Source: an optimization exercise on an open RTL-to-GDS flow (aim: small area and few clock cycles). Production flows keep margins and buffers that such runs may drop. Only simulation tests tie the RTL to the original design; equivalence was not proved. The flow treats the clock pin as an ideal source, which a real chip does not have. Power and IR drop assume default switching activity.

old:
// rgb565_to_bmp24_stream_top
module rgb565_to_bmp24_stream_top (
    input  logic        i_clk,
    input  logic        i_rst_n,
    input  logic        i_cfg_we,
    input  logic [0:0]  i_cfg_idx,
    input  logic [12:0] i_cfg_data,
    input  logic        i_pixel_valid,
    output logic        o_pixel_ready,
    input  logic [15:0] i_pixel,
    output logic        o_byte_valid,
    input  logic        i_byte_ready,
    output logic [7:0]  o_out_byte,
    output logic        o_last_of_item,
    output logic        o_end_of_file
);
==> module rgb565_to_bmp24_stream_top, before the edit <==
module rgb565_to_bmp24_stream_top (
    input  logic        i_clk,
    input  logic        i_rst_n,
    input  logic        i_cfg_we,
    input  logic [0:0]  i_cfg_idx,
    input  logic [12:0] i_cfg_data,
    input  logic        i_pixel_valid,
    output logic        o_pixel_ready,
    input  logic [15:0] i_pixel,
    output logic        o_byte_valid,
    input  logic        i_byte_ready,
    output logic [7:0]  o_out_byte,
    output logic        o_last_of_item,
    output logic        o_end_of_file
);
    logic [11:0] r_wm, r_hm, cfg_cl;
    logic [12:0] r_w, r_h;
    assign cfg_cl = i_cfg_data[12] ? 12'd0 :
                    {i_cfg_data[11:1], i_cfg_data[0] | (i_cfg_data[11:1] == 11'd0)};
    assign r_w    = {r_wm == 12'd0, r_wm};
    assign r_h    = {r_hm == 12'd0, r_hm};
    always_ff @(posedge i_clk) begin
        if (!i_rst_n) begin
            r_wm <= 12'd320;
            r_hm <= 12'd180;
        end else if (i_cfg_we) begin
            if (i_cfg_idx == 1'b0) r_wm <= cfg_cl;
            else                   r_hm <= cfg_cl;
        end
    end
    logic        r_full;
    logic [5:0]  r_pos;
    logic [15:0] r_px;
    logic        row_end, file_end;
    logic [1:0]  pad;
    logic        last;
    logic        take, done, accept;
    assign row_end  = (&r_acc[23:13]) && !r_acc[12];
    assign file_end = row_end && (&r_acc[11:1]) && !r_acc[0];
    assign pad      = row_end ? r_w[1:0] : 2'd0;
    assign last     = r_pos[5] && r_pos[4] && r_pos[3] && (r_pos[2:0] == 3'd2 + {1'b0, pad});
    logic [23:0] r_acc;
    logic [3:0]  r_mcnt;
    logic        r_wbit;
    logic        r_bor;
    logic        mdone, mrestart, mfile;
    logic        a_i, r_i;
    logic [12:0] msum;
    logic [3:0]  mcnt_inc;
    assign mdone = r_mcnt[3] & r_mcnt[2];
    assign a_i    = r_acc[1] && !(r_mcnt == 4'd11);
    assign r_i    = r_wbit ^ a_i ^ r_bor;
    always_comb begin
        logic c;
        logic h;
        logic a;
        c = mdone;
        for (int i = 0; i < 12; i++) begin
            h       = r_i & !mdone & r_h[i];
            a       = (mdone && row_end) ? r_acc[i] : r_acc[12+i];
            msum[i] = a ^ h ^ c;
            c       = (a & h) | (c & (a ^ h));
        end
        msum[12] = c | (r_i & !mdone & r_h[12]);
    end
    assign mcnt_inc = {r_mcnt[3] ^ (r_mcnt[2] & r_mcnt[1] & r_mcnt[0]),
                       r_mcnt[2] ^ (r_mcnt[1] & r_mcnt[0]),
                       r_mcnt[1] ^ r_mcnt[0], !r_mcnt[0]};
    logic hdr_acc;
    assign hdr_acc = !r_pos[4] && !r_pos[3] && r_pos[2];
    assign o_byte_valid  = r_full && !(hdr_acc && !mdone);
    assign take          = o_byte_valid && i_byte_ready;
    assign done          = take && last;
    assign o_pixel_ready = !r_full || done;
    assign accept        = i_pixel_valid && o_pixel_ready;
    logic r_wpend;
    always_ff @(posedge i_clk) r_wpend <= !i_rst_n || (i_cfg_we && i_cfg_idx == 1'b0);
    assign mrestart = !i_rst_n || i_cfg_we || r_wpend || (done && file_end)
                   || (take && r_pos == 6'd7);
    assign mfile    = !(&r_pos[2:0]);
    always_ff @(posedge i_clk) begin
        if (mrestart) begin
            r_acc   <= {mfile ? 12'd13 : 12'd0, r_w[12:1]};
            r_mcnt  <= 4'd0;
            r_wbit  <= r_w[0];
            r_bor   <= 1'b0;
        end else if (!mdone) begin
            r_acc   <= {msum, r_acc[11:1]};
            r_mcnt  <= mcnt_inc;
            r_wbit  <= r_acc[0];
            r_bor   <= (!r_wbit && (a_i || r_bor)) || (a_i && r_bor);
        end else if (take && r_pos == 6'd39) begin
            r_acc <= {~r_w[11:0], ~r_h[11:0]};
        end else if (done && row_end) begin
            r_acc <= {~r_w[11:0], msum[11:0]};
        end else if (done) begin
            r_acc[23:12] <= msum[11:0];
        end
    end
    always_ff @(posedge i_clk) begin
        if (!i_rst_n) begin
            r_full  <= 1'b0;
        end else begin
            if (accept) r_full <= 1'b1;
            else if (done) r_full <= 1'b0;
        end
    end
    always_ff @(posedge i_clk) begin
        if (!i_rst_n)  r_pos <= 6'd2;
        else if (done) r_pos <= file_end ? 6'd2 : 6'd56;
        else if (take) r_pos <= r_pos + 6'd1;
    end
    always_ff @(posedge i_clk) begin
        if (accept) r_px <= i_pixel;
    end
    logic [4:0] ch5;
    logic [5:0] g;
    logic [2:0] fr5;
    logic [1:0] fr6;
    logic [7:0] pix_byte;
    assign ch5 = r_pos[1] ? r_px[15:11] : r_px[4:0];
    assign g   = r_px[10:5];
    always_comb begin
        case (ch5)
            5'd0, 5'd1, 5'd2, 5'd3, 5'd4:        fr5 = 3'd0;
            5'd5, 5'd6, 5'd7, 5'd8:              fr5 = 3'd1;
            5'd9, 5'd10, 5'd11, 5'd12, 5'd13:    fr5 = 3'd2;
            5'd14, 5'd15, 5'd16, 5'd17:          fr5 = 3'd3;
            5'd18, 5'd19, 5'd20, 5'd21, 5'd22:   fr5 = 3'd4;
            5'd23, 5'd24, 5'd25, 5'd26:          fr5 = 3'd5;
            5'd27, 5'd28, 5'd29, 5'd30:          fr5 = 3'd6;
            default:                             fr5 = 3'd7;
        endcase
    end
    always_comb begin
        if (g == 6'd63)                          fr6 = 2'd3;
        else if (g[5] && (g[4] || g[3] && (g[2] || g[1]))) fr6 = 2'd2;
        else if (g[5] || g[4] && (g[3] || g[2] && (g[1] || g[0]))) fr6 = 2'd1;
        else                                     fr6 = 2'd0;
    end
    assign pix_byte = r_pos[0] ? {g, fr6} : {ch5, fr5};
    logic [7:0] acc_byte;
    always_comb begin
        case (r_pos[1:0])
            2'd0:    acc_byte = {r_acc[5:0], !r_pos[5], 1'b0};
            2'd1:    acc_byte = r_acc[13:6];
            2'd2:    acc_byte = r_acc[21:14];
            default: acc_byte = {6'd0, r_acc[23:22]};
        endcase
    end
    always_comb begin
        case (r_pos)
            6'd2:  o_out_byte = 8'h42;
            6'd3:  o_out_byte = 8'h4D;
            6'd4, 6'd5, 6'd6, 6'd7, 6'd36, 6'd37, 6'd38, 6'd39: o_out_byte = acc_byte;
            6'd12: o_out_byte = 8'd54;
            6'd16: o_out_byte = 8'd40;
            6'd20: o_out_byte = r_w[7:0];
            6'd21: o_out_byte = {3'd0, r_w[12:8]};
            6'd24: o_out_byte = r_h[7:0];
            6'd25: o_out_byte = {3'd0, r_h[12:8]};
            6'd28: o_out_byte = 8'd1;
            6'd30: o_out_byte = 8'd24;
            6'd56, 6'd57, 6'd58: o_out_byte = pix_byte;
            default: o_out_byte = 8'd0;
        endcase
    end
    assign o_last_of_item = last;
    assign o_end_of_file  = last && file_end;
endmodule
Settings: LEC_CHECK=0, CAP_MARGIN=20, CORE_MARGIN=2, CORE_UTILIZATION=40, GPL_TIMING_DRIVEN=0, SLEW_MARGIN=20; clock period 12.0 ns.
standard.sh (not shown) runs the stock make flow with config.mk's settings and CLKGATE_MAP_FILE= SYNTH_SCRIPT=/design/flow/synth_recipe.tcl, a recipe that flattens the netlist after the stock synthesis.
==> flow/flow/run.sh <==
#!/bin/bash
# Own layout flow: the standard flow, with three changes that only affect
# how cells are chosen:
#  - the synthesis is the standard one (synth_recipe.tcl) except that ABC maps
#    the combinational logic with an area-oriented script (flow/area.abc);
#    flip-flops are mapped before ABC runs, so they are untouched;
#  - port buffers are sky130_fd_sc_hd__buf_1 instead of the flow's default;
#  - CTS builds the tree from clkbuf_4 without dummy loads, and a hook
#    (flow/clk_upsize.tcl) upsizes the buffers that drive more than 8 pins.
# Each step's full output goes to a log file in the work folder.
set -euo pipefail
W=$(pwd)

cat > "$W/area_synth.tcl" <<EOT
proc abc {args} {
  set i [lsearch -exact \$args -script]
  if {\$i >= 0} { lset args [expr {\$i + 1}] {$W/flow/area.abc} }
  yosys abc {*}\$args
}
source {$W/synth_recipe.tcl}
EOT

sed -e "s#SYNTH_SCRIPT=[^ ]*#SYNTH_SCRIPT=$W/area_synth.tcl#" \
    -e "s#CLKGATE_MAP_FILE= #CLKGATE_MAP_FILE= 'BUFFER_PORTS_ARGS=-buffer_cell sky130_fd_sc_hd__buf_1' 'CTS_ARGS=-sink_clustering_enable -repair_clock_nets -buf_list sky130_fd_sc_hd__clkbuf_4 -dont_use_dummy_load' 'POST_CTS_TCL=$W/flow/clk_upsize.tcl' #" \
    "$W/standard.sh" > "$W/own_standard.sh"

bash "$W/own_standard.sh" synth > "$W/log_synth.txt" 2>&1
bash "$W/own_standard.sh" > "$W/log_layout.txt" 2>&1
==> flow/flow/area.abc <==
strash
 &get -n
 &deepsyn -I 2 -J 200
 &put
 dch -f
 amap
 mfs2
 strash
 &get -n
 &deepsyn -I 2 -J 200
 &put
 &get -n
 &dch -f
 &nf -R 1000
 &put
==> flow/flow/clk_upsize.tcl <==
# Upsize clock tree buffers that drive more than 8 pins from clkbuf_4 to
# clkbuf_8, so that every flip-flop clock pin sees a sharp edge, then legalize
# the placement again.
set big [[ord::get_db] findMaster sky130_fd_sc_hd__clkbuf_8]
set n_up 0
foreach inst [[ord::get_db_block] getInsts] {
  if { [[$inst getMaster] getName] ne "sky130_fd_sc_hd__clkbuf_4" } { continue }
  set net [[$inst findITerm X] getNet]
  if { $net eq "NULL" } { continue }
  if { [llength [$net getITerms]] - 1 > 8 } {
    $inst swapMaster $big
    incr n_up
  }
}
puts "clk_upsize: upsized $n_up clock buffers"
if { $n_up > 0 } {
  detailed_placement
  check_placement -verbose
}
Testbench counts of old, summed over its fixed seeds: cycles 21,454.
[inputs] new vs old
--- a/flow/design.v
+++ b/flow/design.v
@@ -34,6 +34,14 @@
     logic        r_full;
     logic [5:0]  r_pos;
     logic [15:0] r_px;
+    logic [23:0] r_acc;
+    logic [3:0]  r_mcnt;
+    logic        r_wbit;
+    logic        r_bor;
+    logic        mdone, mrestart, mfile;
+    logic        a_i, r_i;
+    logic [12:0] msum;
+    logic [3:0]  mcnt_inc;
     logic        row_end, file_end;
     logic [1:0]  pad;
     logic        last;
@@ -42,14 +50,6 @@
     assign file_end = row_end && (&r_acc[11:1]) && !r_acc[0];
     assign pad      = row_end ? r_w[1:0] : 2'd0;
     assign last     = r_pos[5] && r_pos[4] && r_pos[3] && (r_pos[2:0] == 3'd2 + {1'b0, pad});
-    logic [23:0] r_acc;
-    logic [3:0]  r_mcnt;
-    logic        r_wbit;
-    logic        r_bor;
-    logic        mdone, mrestart, mfile;
-    logic        a_i, r_i;
-    logic [12:0] msum;
-    logic [3:0]  mcnt_inc;
     assign mdone = r_mcnt[3] & r_mcnt[2];
     assign a_i    = r_acc[1] && !(r_mcnt == 4'd11);
     assign r_i    = r_wbit ^ a_i ^ r_bor;
## What came out
new vs. old: cell internal power dissipation moved down, flip-flop and latch count after synthesis level, area of the die moved up, maximum clock frequency moved up, non-clock buffer count moved up.
Number of cells traversed by the worst register-to-register path (lower): old
Testbench counts of new, summed over its fixed seeds: cycles 21,454.

[separate check: timing with driven ports]
Ports are ideal in the flow. The routed layouts listed here were re-timed in OpenROAD. Step 1: set_driving_cell puts a clkbuf_16 on i_clk and a buf_2 on each other input, an assumption about the parent block. Step 2 moves the port delays by t, midway between the first and last clock arrival at a register: inputs arrive t later, outputs are due t later. That takes back most of the time a late clock gives input paths. Slacks: ideal / step 1 / step 2; pairs: ideal / step 1.
run | t (ns) | setup WS [ns] | hold slack, ns | worst setup path at the end | slew at the worst register clock pin (ns)
old | 0.464 | 4.674 / 4.679 / 4.215 | 0.493 / 0.493 / 0.493 | input to register | 0.11 / 0.11
new | 0.452 | 4.731 / 4.744 / 4.292 | 0.493 / 0.493 / 0.493 | input to register | 0.10 / 0.10
After both steps every run listed still meets setup and hold. For old, which loses most, drivers alone change the setup slack by +0.005 ns; drivers and shift together by -0.459 ns.
